Background: an optimization exercise with open tools, aiming at a short achievable clock period and few clock cycles. Do not read the settings as production practice. The RTL was checked by simulation tests, not by an equivalence proof against the original design. No activity file was given, so power comes from the tool's default toggle rates.

==> run a: inputs <==
Design chip8_top, start of the top module:
module chip8_top (
  input  logic             clk,
  input  logic             rst_i,
  input  logic             vsync_i,
  input  logic [15:0]      key_matrix_i,
  input  chip8_pkg::byte_t ram_dout_i,
  output chip8_pkg::addr_t ram_addr_o,
  output chip8_pkg::byte_t ram_din_o,
  output logic             ram_we_o,
  output logic             beep_o,
  output logic             halted_o
);
  logic [15:0] addr_q;         
  logic        we_q;
  logic [7:0]  din_q;
  logic        i_hi_q;         
  logic        i_lo_q;         
  logic        i_ld_q;         
  logic        r_hi_q;
  logic        r_lo_q;         
  logic        r_ld_q;
  logic        m_st_q;         
  logic        m_bcd_q;        
  logic        m_ld_q;         
  logic        m_key_q;        
  logic        halted_q;
  logic [15:0] cnt_1h_q;       
  logic [15:0] ld_1h_q;        
  logic [15:0] ret_q;          
  logic [15:0] ret1_q;         
  logic        conf_q;         
  logic [6:0]  bcd_r_q;        
  logic [3:0]  bcd_o_q;        
  logic [15:0] hi_addr_q;      
  logic [15:0] lo_addr_q;      
  logic [15:0] seq2_q;         
  logic [1:0]  btb_v_q;
  ...
export LEC_CHECK = 0
export ABC_AREA = 1
export ABC_CLOCK_PERIOD_IN_PS = 10
export CAP_MARGIN = 20
export CORE_MARGIN = 2
export CORE_UTILIZATION = 30
export PLACE_DENSITY = 0.4
export SLEW_MARGIN = 20
create_clock -name core_clock -period 10.0 [get_ports {clk}]
standard.sh (not shown) runs the stock make flow with config.mk's settings and CLKGATE_MAP_FILE= SYNTH_SCRIPT=/design/flow/synth_recipe.tcl, a recipe that flattens the netlist after the stock synthesis.
==> flow/flow/run.sh <==
#!/bin/bash
# Standard layout, with the setup repair aiming further below the clock period.
export SETUP_SLACK_MARGIN=7.5
bash standard.sh > standard.log 2>&1
==> run b (differences from run a) <==
--- a/flow/design.v
+++ b/flow/design.v
@@ -73,11 +73,11 @@
   input  logic        d_act,       
   input  logic        h_se,
   input  logic        h_sne,
   input  logic        h_key,
   input  logic        h_f,
-  input  logic        jmp,         
+  input  logic        h_jmp,
   input  logic [7:0]  d_vx,
   input  logic        d_keyhit,
   input  logic        pred_en,     
   input  logic [15:0] a_early,     
   input  logic [15:0] i_val,
@@ -97,11 +97,11 @@
   always_comb
     if (lo_cond)
       addr_next = h_f ? i_val : addr_inc2;
     else if (pred)
       addr_next = stack_top;
-    else if (jmp)
+    else if (d_act && h_jmp)
       addr_next = {hi_x, lo};
     else
       addr_next = a_early;
 endmodule
 module chip8_top (
@@ -133,25 +133,12 @@
   logic [15:0] cnt_1h_q;       
   logic [15:0] ld_1h_q;        
   logic [15:0] ret_q;          
   logic [15:0] ret1_q;         
   logic        conf_q;         
+  logic [7:0]  bcd_v_q;        
   logic [6:0]  bcd_r_q;        
-  logic [3:0]  bcd_o_q;        
-  logic [15:0] hi_addr_q;      
-  logic [15:0] lo_addr_q;      
-  logic [15:0] seq2_q;         
-  logic [1:0]  btb_v_q;
-  logic [15:0] btb_tag_q [0:1];
-  logic [11:0] btb_tgt_q [0:1];
-  logic        btb_ptr_q;
-  logic        bp_q;           
-  logic [11:0] bpt_q;          
-  logic        ex_bp_q;        
-  logic        fix_q;
-  logic [15:0] fix_tgt_q;
-  logic [11:0] ex_bpt_q;
   logic [7:0]  hi_q;
   logic [15:0] h_x1h_q;        
   logic        h_op0_q;        
   logic        h_pred_q;       
   logic        h_jmp_q;        
@@ -220,54 +207,15 @@
     r = '0;
     for (int k = 0; k < 16; k++)
       r = r | (v[8*k +: 8] & {8{sel[k]}});
     vsel = r;
   endfunction
-  function automatic logic [8:0] add8(input logic [7:0] a, input logic [7:0] b, input logic cin);
-    logic [7:0] p;
-    logic [7:0] gg;
-    logic [7:0] pp;
-    logic [8:0] c;
-    p = a ^ b;
-    gg = a & b;
-    gg[0] = gg[0] | (p[0] & cin);
-    pp = p;
-    pp[0] = 1'b0;
-    for (int d = 1; d < 8; d = d * 2)
-      for (int i = 7; i >= d; i--)
-      begin
-        gg[i] = gg[i] | (pp[i] & gg[i-d]);
-        pp[i] = pp[i] & pp[i-d];
-      end
-    c = {gg, cin};
-    add8 = {c[8], p ^ c[7:0]};
-  endfunction
-  function automatic logic [15:0] add16(input logic [15:0] a, input logic [15:0] b, input logic cin);
-    logic [15:0] p;
-    logic [15:0] gg;
-    logic [15:0] pp;
-    logic [16:0] c;
-    p = a ^ b;
-    gg = a & b;
-    gg[0] = gg[0] | (p[0] & cin);
-    pp = p;
-    pp[0] = 1'b0;
-    for (int d = 1; d < 16; d = d * 2)
-      for (int i = 15; i >= d; i--)
-      begin
-        gg[i] = gg[i] | (pp[i] & gg[i-d]);
-        pp[i] = pp[i] & pp[i-d];
-      end
-    c = {gg, cin};
-    add16 = p ^ c[15:0];
-  endfunction
   function automatic logic [15:0] onehot(input logic [3:0] idx);
     onehot = 16'd1 << idx;
   endfunction
   logic [7:0] lo;
   logic       d_act;
-  logic       d_replay;
   logic [7:0] d_vx;
   logic       d_keyhit;
   logic       d_ill;
   logic       d_skip;
   logic       lo_55, lo_33, lo_65, lo_0a;
@@ -275,12 +223,11 @@
   logic       d_load;
   logic       d_kwait;
   logic [2:0] sp_m1;
   logic [15:0] stack_top;
   assign lo = ram_dout_i;
-  assign d_act = r_lo_q && (!bp_q || h_jmp_q);
-  assign d_replay = r_lo_q && bp_q && !h_jmp_q;
+  assign d_act = r_lo_q;
   assign d_vx = vsel(h_x1h_q, v_flat);
   assign d_keyhit = key_q[d_vx[3:0]];
   assign sp_m1 = sp_q - 3'd1;
   assign stack_top = stack_q[sp_m1];
   assign lo_55 = (lo == 8'h55);
@@ -318,40 +265,40 @@
     for (int k = 1; k < 10; k++)
       if (r >= 7'(10 * k))
         t = 4'(k);
     tens = t;
   endfunction
+  logic [6:0] bcd_r;
   logic [3:0] bcd_t;
   logic [3:0] bcd_o;
-  assign bcd_t = tens(bcd_r_q);
-  assign bcd_o = 4'(bcd_r_q[3:0] - 4'(bcd_t * 4'd10));
+  assign bcd_r = 7'(bcd_v_q - 8'd100 * 8'(hundreds(bcd_v_q)));
+  assign bcd_t = tens(bcd_r);
+  assign bcd_o = 4'(bcd_r_q[3:0] - 4'(tens(bcd_r_q) * 4'd10));
   logic [8:0] e_sum;
   logic [8:0] e_sub;
   logic [8:0] e_subn;
-  logic [8:0] e_addk;
   logic [7:0] e_res;
   logic       e_flag;
   logic       e_skip;
-  assign e_sum = add8(ex_vx_q, ex_vy_q, 1'b0);
-  assign e_sub = add8(ex_vx_q, ~ex_vy_q, 1'b1);
-  assign e_subn = add8(ex_vy_q, ~ex_vx_q, 1'b1);
-  assign e_addk = add8(ex_vx_q, ex_kk_q, 1'b0);
+  assign e_sum = {1'b0, ex_vx_q} + {1'b0, ex_vy_q};
+  assign e_sub = {1'b0, ex_vx_q} - {1'b0, ex_vy_q};
+  assign e_subn = {1'b0, ex_vy_q} - {1'b0, ex_vx_q};
   assign e_skip = (ex_seq_q && ex_vx_q == ex_vy_q) || (ex_sne_q && ex_vx_q != ex_vy_q);
   assign e_res = ({8{ex_r_kk_q}} & ex_kk_q)
-               | ({8{ex_r_addk_q}} & e_addk[7:0])
+               | ({8{ex_r_addk_q}} & (ex_vx_q + ex_kk_q))
                | ({8{ex_r_mov_q}} & ex_vy_q)
                | ({8{ex_r_or_q}} & (ex_vx_q | ex_vy_q))
                | ({8{ex_r_and_q}} & (ex_vx_q & ex_vy_q))
                | ({8{ex_r_xor_q}} & (ex_vx_q ^ ex_vy_q))
                | ({8{ex_r_add_q}} & e_sum[7:0])
                | ({8{ex_r_sub_q}} & e_sub[7:0])
                | ({8{ex_r_shr_q}} & {1'b0, ex_vx_q[7:1]})
                | ({8{ex_r_subn_q}} & e_subn[7:0])
                | ({8{ex_r_shl_q}} & {ex_vx_q[6:0], 1'b0})
                | ({8{ex_r_dt_q}} & dt_q);
-  assign e_flag = (ex_r_add_q && e_sum[8]) || (ex_r_sub_q && e_sub[8]) ||
-                  (ex_r_shr_q && ex_vx_q[0]) || (ex_r_subn_q && e_subn[8]) ||
+  assign e_flag = (ex_r_add_q && e_sum[8]) || (ex_r_sub_q && !e_sub[8]) ||
+                  (ex_r_shr_q && ex_vx_q[0]) || (ex_r_subn_q && !e_subn[8]) ||
                   (ex_r_shl_q && ex_vx_q[7]);
   logic        m_fetch;
   logic        m_xfer;         
   logic        xfer_last;      
   logic        resume_hi;      
@@ -370,31 +317,23 @@
   logic        s_bt;           
   logic        s_redir;        
   logic        s_seq;          
   assign m_xfer = m_st_q || m_bcd_q || m_ld_q;
   assign m_fetch = !(m_xfer || m_key_q || halted_q);
-  assign addr_inc = add16(addr_q, 16'd0, 1'b1);
-  assign addr_inc2 = add16(addr_q, 16'd1, 1'b1);
+  assign addr_inc = addr_q + 16'd1;
+  assign addr_inc2 = addr_q + 16'd2;
   assign xfer_last = (m_st_q || m_ld_q) ? |(cnt_1h_q & ex_x1h_q) : cnt_1h_q[2];
   assign resume_hi = !m_ld_q && (conf_q || (addr_q == ret_q));
   assign cnt_1h_next = {cnt_1h_q[14:0], 1'b0};
-  assign b_target = add16(16'(ex_nnn_q), 16'(v_q[0]), 1'b0);
+  assign b_target = 16'(ex_nnn_q) + 16'(v_q[0]);
   assign key_go = m_key_q && key_release;
   assign s_halt = d_act && d_ill;
   assign s_ret = d_act && h_op0_q && !h_pred_q;
-  assign s_jmp = d_act && h_jmp_q && !bp_q;
+  assign s_jmp = d_act && h_jmp_q;
   assign s_b = d_act && h_b_q;
   assign s_bt = ex_b_q;
-  assign s_redir = s_ret || s_jmp || s_skip || s_bt || d_replay || e_mis || fix_q;
-  logic        btb_hit0;
-  logic        btb_hit1;
-  logic        s_bp;
-  logic        e_mis;
-  assign btb_hit0 = btb_v_q[0] && (addr_q == btb_tag_q[0]);
-  assign btb_hit1 = btb_v_q[1] && (addr_q == btb_tag_q[1]);
-  assign s_bp = i_lo_q && (btb_hit0 || btb_hit1);
-  assign e_mis = ex_bp_q && (ex_nnn_q != ex_bpt_q);
+  assign s_redir = s_ret || s_jmp || s_skip || s_bt;
   logic [15:0] a_early;
   logic [15:0] addr_next;
   always_comb
     if (m_xfer)
       a_early = !xfer_last ? addr_inc : resume_hi ? ret_q : ret1_q;
@@ -402,32 +341,24 @@
       a_early = ret1_q;
     else if (s_ret)
       a_early = stack_top;
     else if (s_bt)
       a_early = b_target;
-    else if (d_replay)
-      a_early = hi_addr_q;
-    else if (fix_q)
-      a_early = fix_tgt_q;
-    else if (e_mis)
-      a_early = {4'h0, ex_nnn_q};
-    else if (s_bp)
-      a_early = {4'h0, btb_hit0 ? btb_tgt_q[0] : btb_tgt_q[1]};
     else
       a_early = addr_inc;
   chip8_dsel u_dsel (
     .lo        (lo),
     .hi_x      (hi_q[3:0]),
     .d_act     (d_act),
     .h_se      (h_se_q),
     .h_sne     (h_sne_q),
     .h_key     (h_key_q),
     .h_f       (h_f_q),
-    .jmp       (s_jmp),
+    .h_jmp     (h_jmp_q),
     .d_vx      (d_vx),
     .d_keyhit  (d_keyhit),
-    .pred_en   (r_hi_q && m_fetch),
+    .pred_en   (r_hi_q && m_fetch && !e_skip),
     .a_early   (a_early),
     .i_val     (i_q),
     .addr_inc2 (addr_inc2),
     .stack_top (stack_top),
     .addr_next (addr_next),
@@ -452,31 +383,29 @@
       m_bcd_q <= 1'b0;
       m_ld_q <= 1'b0;
       m_key_q <= 1'b0;
       halted_q <= 1'b0;
       sp_q <= '0;
-      fix_q <= 1'b0;
     end
     else if (m_fetch)
     begin
       addr_q <= addr_next;
       i_hi_q <= s_redir || (s_seq && !i_hi_q);
       i_lo_q <= s_seq && i_hi_q;
       i_ld_q <= s_xfer && lo_65;
       r_hi_q <= i_hi_q && !(s_redir || s_b);
-      r_lo_q <= i_lo_q && !e_skip && !e_mis;    
+      r_lo_q <= i_lo_q && !e_skip;    
       r_ld_q <= 1'b0;
       we_q <= s_xfer && (lo_55 || lo_33);
       m_st_q <= s_xfer && lo_55;
       m_bcd_q <= s_xfer && lo_33;
       m_ld_q <= s_xfer && lo_65;
       m_key_q <= s_xfer && lo_0a;
       halted_q <= s_halt;
-      fix_q <= (e_skip || e_mis) && (s_pred || s_bp);
       if (s_ret || (d_act && h_op0_q))
         sp_q <= sp_m1;
-      else if (d_act && h_call_q)
+      else if (s_jmp && h_call_q)
         sp_q <= sp_q + 3'd1;
     end
     else if (m_xfer)
     begin
       addr_q <= addr_next;
@@ -505,38 +434,19 @@
       if (key_go)
         m_key_q <= 1'b0;
     end
     else
     begin
-      addr_q <= addr_next;
       i_hi_q <= 1'b0;
       i_lo_q <= 1'b0;
       r_hi_q <= 1'b0;
       r_lo_q <= 1'b0;
       r_ld_q <= 1'b0;
     end
   end
   always_ff @(posedge clk)
   begin
-    if (rst_i || d_replay || e_mis)
-    begin
-      btb_v_q <= 2'b00;
-      btb_ptr_q <= 1'b0;
-    end
-    else if (s_jmp)
-    begin
-      btb_v_q[btb_ptr_q] <= 1'b1;
-      btb_ptr_q <= !btb_ptr_q;
-    end
-    if (s_jmp)
-    begin
-      btb_tag_q[btb_ptr_q] <= lo_addr_q;
-      btb_tgt_q[btb_ptr_q] <= {hi_q[3:0], lo};
-    end
-  end
-  always_ff @(posedge clk)
-  begin
     if (r_hi_q)
     begin
       hi_q <= ram_dout_i;
       h_x1h_q <= onehot(ram_dout_i[3:0]);
       h_op0_q <= (ram_dout_i == 8'h00);
@@ -551,20 +461,20 @@
     end
     if (d_act)
     begin
       ret_q <= addr_q;
       ret1_q <= addr_inc;
-      bcd_r_q <= 7'(d_vx - 8'd100 * 8'(hundreds(d_vx)));
+      bcd_v_q <= d_vx;
       ex_nnn_q <= {hi_q[3:0], lo};
       ex_kk_q <= lo;
       ex_x_q <= hi_q[3:0];
       ex_x1h_q <= h_x1h_q;
       ex_vx_q <= d_vx;
       ex_vy_q <= v_q[lo[7:4]];
     end
     if (d_act && h_call_q)
-      stack_q[sp_q] <= seq2_q;    
+      stack_q[sp_q] <= addr_q;    
     ex_r_kk_q <= 1'b0;
     ex_r_addk_q <= 1'b0;
     ex_r_mov_q <= 1'b0;
     ex_r_or_q <= 1'b0;
     ex_r_and_q <= 1'b0;
@@ -582,22 +492,10 @@
     ex_dt_q <= 1'b0;
     ex_st_q <= 1'b0;
     ex_seq_q <= 1'b0;
     ex_sne_q <= 1'b0;
     ex_b_q <= 1'b0;
-    ex_bp_q <= 1'b0;
-    ex_bpt_q <= bpt_q;
-    bp_q <= m_fetch && s_bp && !s_pred;
-    fix_tgt_q <= e_mis ? {4'h0, ex_nnn_q} : addr_inc;
-    bpt_q <= btb_hit0 ? btb_tgt_q[0] : btb_tgt_q[1];
-    if (i_hi_q)
-      hi_addr_q <= addr_q;
-    if (i_lo_q)
-    begin
-      lo_addr_q <= addr_q;
-      seq2_q <= addr_inc;
-    end
     if (d_act && !halted_q && !rst_i)
       case (hi_q[7:4])
         4'h5: ex_seq_q <= (lo[3:0] == 4'h0);
         4'h6: ex_r_kk_q <= 1'b1;
         4'h7: ex_r_addk_q <= 1'b1;
@@ -614,11 +512,10 @@
             4'hE: ex_r_shl_q <= 1'b1;
             default: ;
           endcase
         4'h9: ex_sne_q <= (lo[3:0] == 4'h0);
         4'hA: ex_i_nnn_q <= 1'b1;
-        4'h1, 4'h2: ex_bp_q <= bp_q;
         4'hB: ex_b_q <= 1'b1;
         4'hF:
           case (lo)
             8'h07: ex_r_dt_q <= 1'b1;
             8'h15: ex_dt_q <= 1'b1;
@@ -631,15 +528,15 @@
         default: ;
       endcase
     conf_q <= d_act ? 1'b0 : (conf_q || (we_q && addr_q == ret_q));
     cnt_1h_q <= d_act ? 16'd1 : cnt_1h_next;
     ld_1h_q <= cnt_1h_q;
-    bcd_o_q <= bcd_o;
+    bcd_r_q <= bcd_r;
     if (d_act)
       din_q <= (h_f_q && lo_33) ? {6'd0, hundreds(d_vx)} : v_q[0];
     else if (m_bcd_q)
-      din_q <= cnt_1h_q[0] ? {4'd0, bcd_t} : {4'd0, bcd_o_q};
+      din_q <= cnt_1h_q[0] ? {4'd0, bcd_t} : {4'd0, bcd_o};
     else
       din_q <= vsel(cnt_1h_next, v_flat);
   end
   logic        ex_wen;
   logic        ex_vf;
@@ -685,15 +582,15 @@
         else if (key_wr && ex_x1h_q[k])
           v_q[k] <= {4'h0, key_idx};
       if (ex_i_nnn_q)
         i_q <= {4'h0, ex_nnn_q};
       else if (ex_i_add_q)
-        i_q <= add16(i_q, 16'(ex_vx_q), 1'b0);
+        i_q <= i_q + 16'(ex_vx_q);
       else if (ex_i_font_q)
-        i_q <= add16(16'(ex_vx_q), {6'd0, ex_vx_q, 2'b00}, 1'b0);
+        i_q <= 16'(ex_vx_q) + {6'd0, ex_vx_q, 2'b00};
       else if (ex_i_step_q)
-        i_q <= add16(i_q, 16'(ex_x_q), 1'b1);
+        i_q <= i_q + 16'(ex_x_q) + 16'd1;
       if (ex_dt_q)
         dt_q <= ex_vx_q;
       else if (tick && dt_q != 8'd0)
         dt_q <= dt_q - 8'd1;
       st_q <= st_next;
- ABC_AREA: 1 -> unset
- PLACE_DENSITY: 0.4 -> unset
==> run c (differences from run a) <==
--- a/flow/design.v
+++ b/flow/design.v
@@ -115,10 +115,13 @@
   output logic             ram_we_o,
   output logic             beep_o,
   output logic             halted_o
 );
   logic [15:0] addr_q;         
+  logic [15:0] addr_o_q;
+  logic [15:0] addr_n_q;
+  logic        run_q;
   logic        we_q;
   logic [7:0]  din_q;
   logic        i_hi_q;         
   logic        i_lo_q;         
   logic        i_ld_q;         
@@ -208,11 +211,12 @@
   );
   logic [127:0] v_flat;
   always_comb
     for (int k = 0; k < 16; k++)
       v_flat[8*k +: 8] = v_q[k];
-  assign ram_addr_o = addr_q;
+  assign addr_q = ~addr_n_q;
+  assign ram_addr_o = addr_o_q;
   assign ram_we_o = we_q;
   assign ram_din_o = din_q;
   assign halted_o = halted_q;
   assign beep_o = beep_q;
   function automatic logic [7:0] vsel(input logic [15:0] sel, input logic [127:0] v);
@@ -369,11 +373,11 @@
   logic        s_pred;          
   logic        s_bt;           
   logic        s_redir;        
   logic        s_seq;          
   assign m_xfer = m_st_q || m_bcd_q || m_ld_q;
-  assign m_fetch = !(m_xfer || m_key_q || halted_q);
+  assign m_fetch = !(m_xfer || m_key_q || !run_q);
   assign addr_inc = add16(addr_q, 16'd0, 1'b1);
   assign addr_inc2 = add16(addr_q, 16'd1, 1'b1);
   assign xfer_last = (m_st_q || m_ld_q) ? |(cnt_1h_q & ex_x1h_q) : cnt_1h_q[2];
   assign resume_hi = !m_ld_q && (conf_q || (addr_q == ret_q));
   assign cnt_1h_next = {cnt_1h_q[14:0], 1'b0};
@@ -438,11 +442,10 @@
   assign s_seq = !(s_redir || s_b || s_xfer);
   always_ff @(posedge clk)
   begin
     if (rst_i)
     begin
-      addr_q <= 16'h0200;
       we_q <= 1'b0;
       i_hi_q <= 1'b1;
       i_lo_q <= 1'b0;
       i_ld_q <= 1'b0;
       r_hi_q <= 1'b0;
@@ -451,16 +454,16 @@
       m_st_q <= 1'b0;
       m_bcd_q <= 1'b0;
       m_ld_q <= 1'b0;
       m_key_q <= 1'b0;
       halted_q <= 1'b0;
+      run_q <= 1'b1;
       sp_q <= '0;
       fix_q <= 1'b0;
     end
     else if (m_fetch)
     begin
-      addr_q <= addr_next;
       i_hi_q <= s_redir || (s_seq && !i_hi_q);
       i_lo_q <= s_seq && i_hi_q;
       i_ld_q <= s_xfer && lo_65;
       r_hi_q <= i_hi_q && !(s_redir || s_b);
       r_lo_q <= i_lo_q && !e_skip && !e_mis;    
@@ -469,19 +472,19 @@
       m_st_q <= s_xfer && lo_55;
       m_bcd_q <= s_xfer && lo_33;
       m_ld_q <= s_xfer && lo_65;
       m_key_q <= s_xfer && lo_0a;
       halted_q <= s_halt;
+      run_q <= !s_halt;
       fix_q <= (e_skip || e_mis) && (s_pred || s_bp);
       if (s_ret || (d_act && h_op0_q))
         sp_q <= sp_m1;
       else if (d_act && h_call_q)
         sp_q <= sp_q + 3'd1;
     end
     else if (m_xfer)
     begin
-      addr_q <= addr_next;
       i_hi_q <= xfer_last && resume_hi;
       i_lo_q <= xfer_last && !resume_hi;
       i_ld_q <= m_ld_q && !xfer_last;
       r_hi_q <= 1'b0;
       r_lo_q <= 1'b0;
@@ -494,22 +497,20 @@
         m_ld_q <= 1'b0;
       end
     end
     else if (m_key_q)
     begin
-      addr_q <= addr_next;
       i_hi_q <= 1'b0;
       i_lo_q <= key_go;
       r_hi_q <= 1'b0;
       r_lo_q <= 1'b0;
       r_ld_q <= 1'b0;
       if (key_go)
         m_key_q <= 1'b0;
     end
     else
     begin
-      addr_q <= addr_next;
       i_hi_q <= 1'b0;
       i_lo_q <= 1'b0;
       r_hi_q <= 1'b0;
       r_lo_q <= 1'b0;
       r_ld_q <= 1'b0;
@@ -532,11 +533,23 @@
       btb_tag_q[btb_ptr_q] <= lo_addr_q;
       btb_tgt_q[btb_ptr_q] <= {hi_q[3:0], lo};
     end
   end
   always_ff @(posedge clk)
+    if (rst_i)
+    begin
+      addr_o_q <= 16'h0200;
+      addr_n_q <= ~16'h0200;
+    end
+    else
+    begin
+      addr_o_q <= addr_next;
+      addr_n_q <= ~addr_next;
+    end
+  always_ff @(posedge clk)
   begin
+    ex_vy_q <= v_q[lo[7:4]];      
     if (r_hi_q)
     begin
       hi_q <= ram_dout_i;
       h_x1h_q <= onehot(ram_dout_i[3:0]);
       h_op0_q <= (ram_dout_i == 8'h00);
@@ -557,11 +570,10 @@
       ex_nnn_q <= {hi_q[3:0], lo};
       ex_kk_q <= lo;
       ex_x_q <= hi_q[3:0];
       ex_x1h_q <= h_x1h_q;
       ex_vx_q <= d_vx;
-      ex_vy_q <= v_q[lo[7:4]];
     end
     if (d_act && h_call_q)
       stack_q[sp_q] <= seq2_q;    
     ex_r_kk_q <= 1'b0;
     ex_r_addk_q <= 1'b0;
@@ -594,11 +606,11 @@
     if (i_lo_q)
     begin
       lo_addr_q <= addr_q;
       seq2_q <= addr_inc;
     end
-    if (d_act && !halted_q && !rst_i)
+    if (d_act && run_q && !rst_i)
       case (hi_q[7:4])
         4'h5: ex_seq_q <= (lo[3:0] == 4'h0);
         4'h6: ex_r_kk_q <= 1'b1;
         4'h7: ex_r_addk_q <= 1'b1;
         4'h8:
@@ -628,11 +640,11 @@
             8'h55, 8'h65: ex_i_step_q <= 1'b1;
             default: ;
           endcase
         default: ;
       endcase
-    conf_q <= d_act ? 1'b0 : (conf_q || (we_q && addr_q == ret_q));
+    conf_q <= d_act ? 1'b0 : (conf_q || ((m_st_q || m_bcd_q) && addr_q == ret_q));
     cnt_1h_q <= d_act ? 16'd1 : cnt_1h_next;
     ld_1h_q <= cnt_1h_q;
     bcd_o_q <= bcd_o;
     if (d_act)
       din_q <= (h_f_q && lo_33) ? {6'd0, hundreds(d_vx)} : v_q[0];
==> notes.md <==
- In register-to-register slack, run a and run c hardly differ.
- Of run b and run c, run c has the higher clock power (gap 28%, measured against run c).
- The highest via count belongs to run c, the lowest to run b.
- Between run b and run a, the lower worst hold slack is in run a (gap 0.13 ns).
- Critical path depth, highest first: run c, run b, run a.
- Between run a and run c, the lower die area is in run a (gap about 1.7%, measured against run c).
- Flip-flop and latch count, lowest first: run b, run a, run c.
- Cell count, lowest first: run b, run a, run c.
==> figures <==
| metric | run c | run a | run b |
|---|---|---|---|
| Number of sequential cells in the layout | 690 | 673 | 521 |
| Most common library cell in the layout ignoring fill and taps | sky130_fd_sc_hd__nand2_1 | sky130_fd_sc_hd__nand2_1 | sky130_fd_sc_hd__nor2_1 |
| Leakage component of the power | 19.21 nW | 19.35 nW | 14.58 nW |
| Starting density of the core | 30.29% | 30.26% | 30.26% |
| Switching pwr | 0.002577 W | 0.002593 W | 0.001798 W |
| Initial drt markers | 3025 | 2873 | 4274 |
| Most instantiated library cell after synthesis | sky130_fd_sc_hd__nand2_1 | sky130_fd_sc_hd__nand2_1 | sky130_fd_sc_hd__nor2_1 |
| Dominant cell type by count on the critical path | sky130_fd_sc_hd__nor2_4 | - | sky130_fd_sc_hd__buf_4 |
| Max Clk Rate | 312.1 MHz | 307.3 MHz | 262.6 MHz |
| Dominant synthesized flop cell | sky130_fd_sc_hd__dfxtp_1 | sky130_fd_sc_hd__edfxtp_1 | sky130_fd_sc_hd__dfxtp_1 |
| M1 WL | 74210 um | 70830 um | 49100 um |
| Run status | no timing/DRC/antenna violations | no timing/DRC/antenna violations | no timing/DRC/antenna violations |
| Antenna violations before repair | 4 | 3 | 6 |
| Count of multi-input combinational gates | 3158 | 3103 | 2151 |
| Final non-clock buffer share | 11.69% | 12.37% | 13.55% |
| Post-layout nets | 5088 | 5031 | 3461 |
| Startpoint of the most critical setup path | ram_dout_i[4] | addr_q[0] | ram_dout_i[7] |
Testbench counts of run a, summed over its fixed seeds: cycles 204,337.
Testbench counts of run b, summed over its fixed seeds: cycles 207,694.
Testbench counts of run c, summed over its fixed seeds: cycles 204,337.

==> afterwards: timing with drivers on the ports <==
Ports are ideal in the flow. The routed layouts listed here were re-timed in OpenROAD.
Step 1 (the two cells are an assumption about what drives the block):
set clk [get_ports {clk}]
set_driving_cell -lib_cell sky130_fd_sc_hd__clkbuf_16 $clk
set_driving_cell -lib_cell sky130_fd_sc_hd__buf_2 [delete_from_list [all_inputs] $clk]
Step 2 also shifts input and output timing later by t, the mid clock arrival at the registers, as if the neighbouring blocks saw the same clock.
Slacks: ideal / step 1 / step 2; pairs: ideal / step 1.
run | t (ns) | slack for setup (ns) | clock arrival spread, ns
run a | 0.732 | 6.746 / 6.676 / 6.114 | 0.029 / 0.029
run b | 0.708 | 6.192 / 6.050 / 5.342 | 0.030 / 0.031
run c | 0.738 | 6.796 / 6.754 / 6.077 | 0.028 / 0.027
After both steps setup and hold are still met in every run listed. For run b, which loses most, drivers alone change the setup slack by -0.142 ns; drivers and shift together by -0.850 ns.
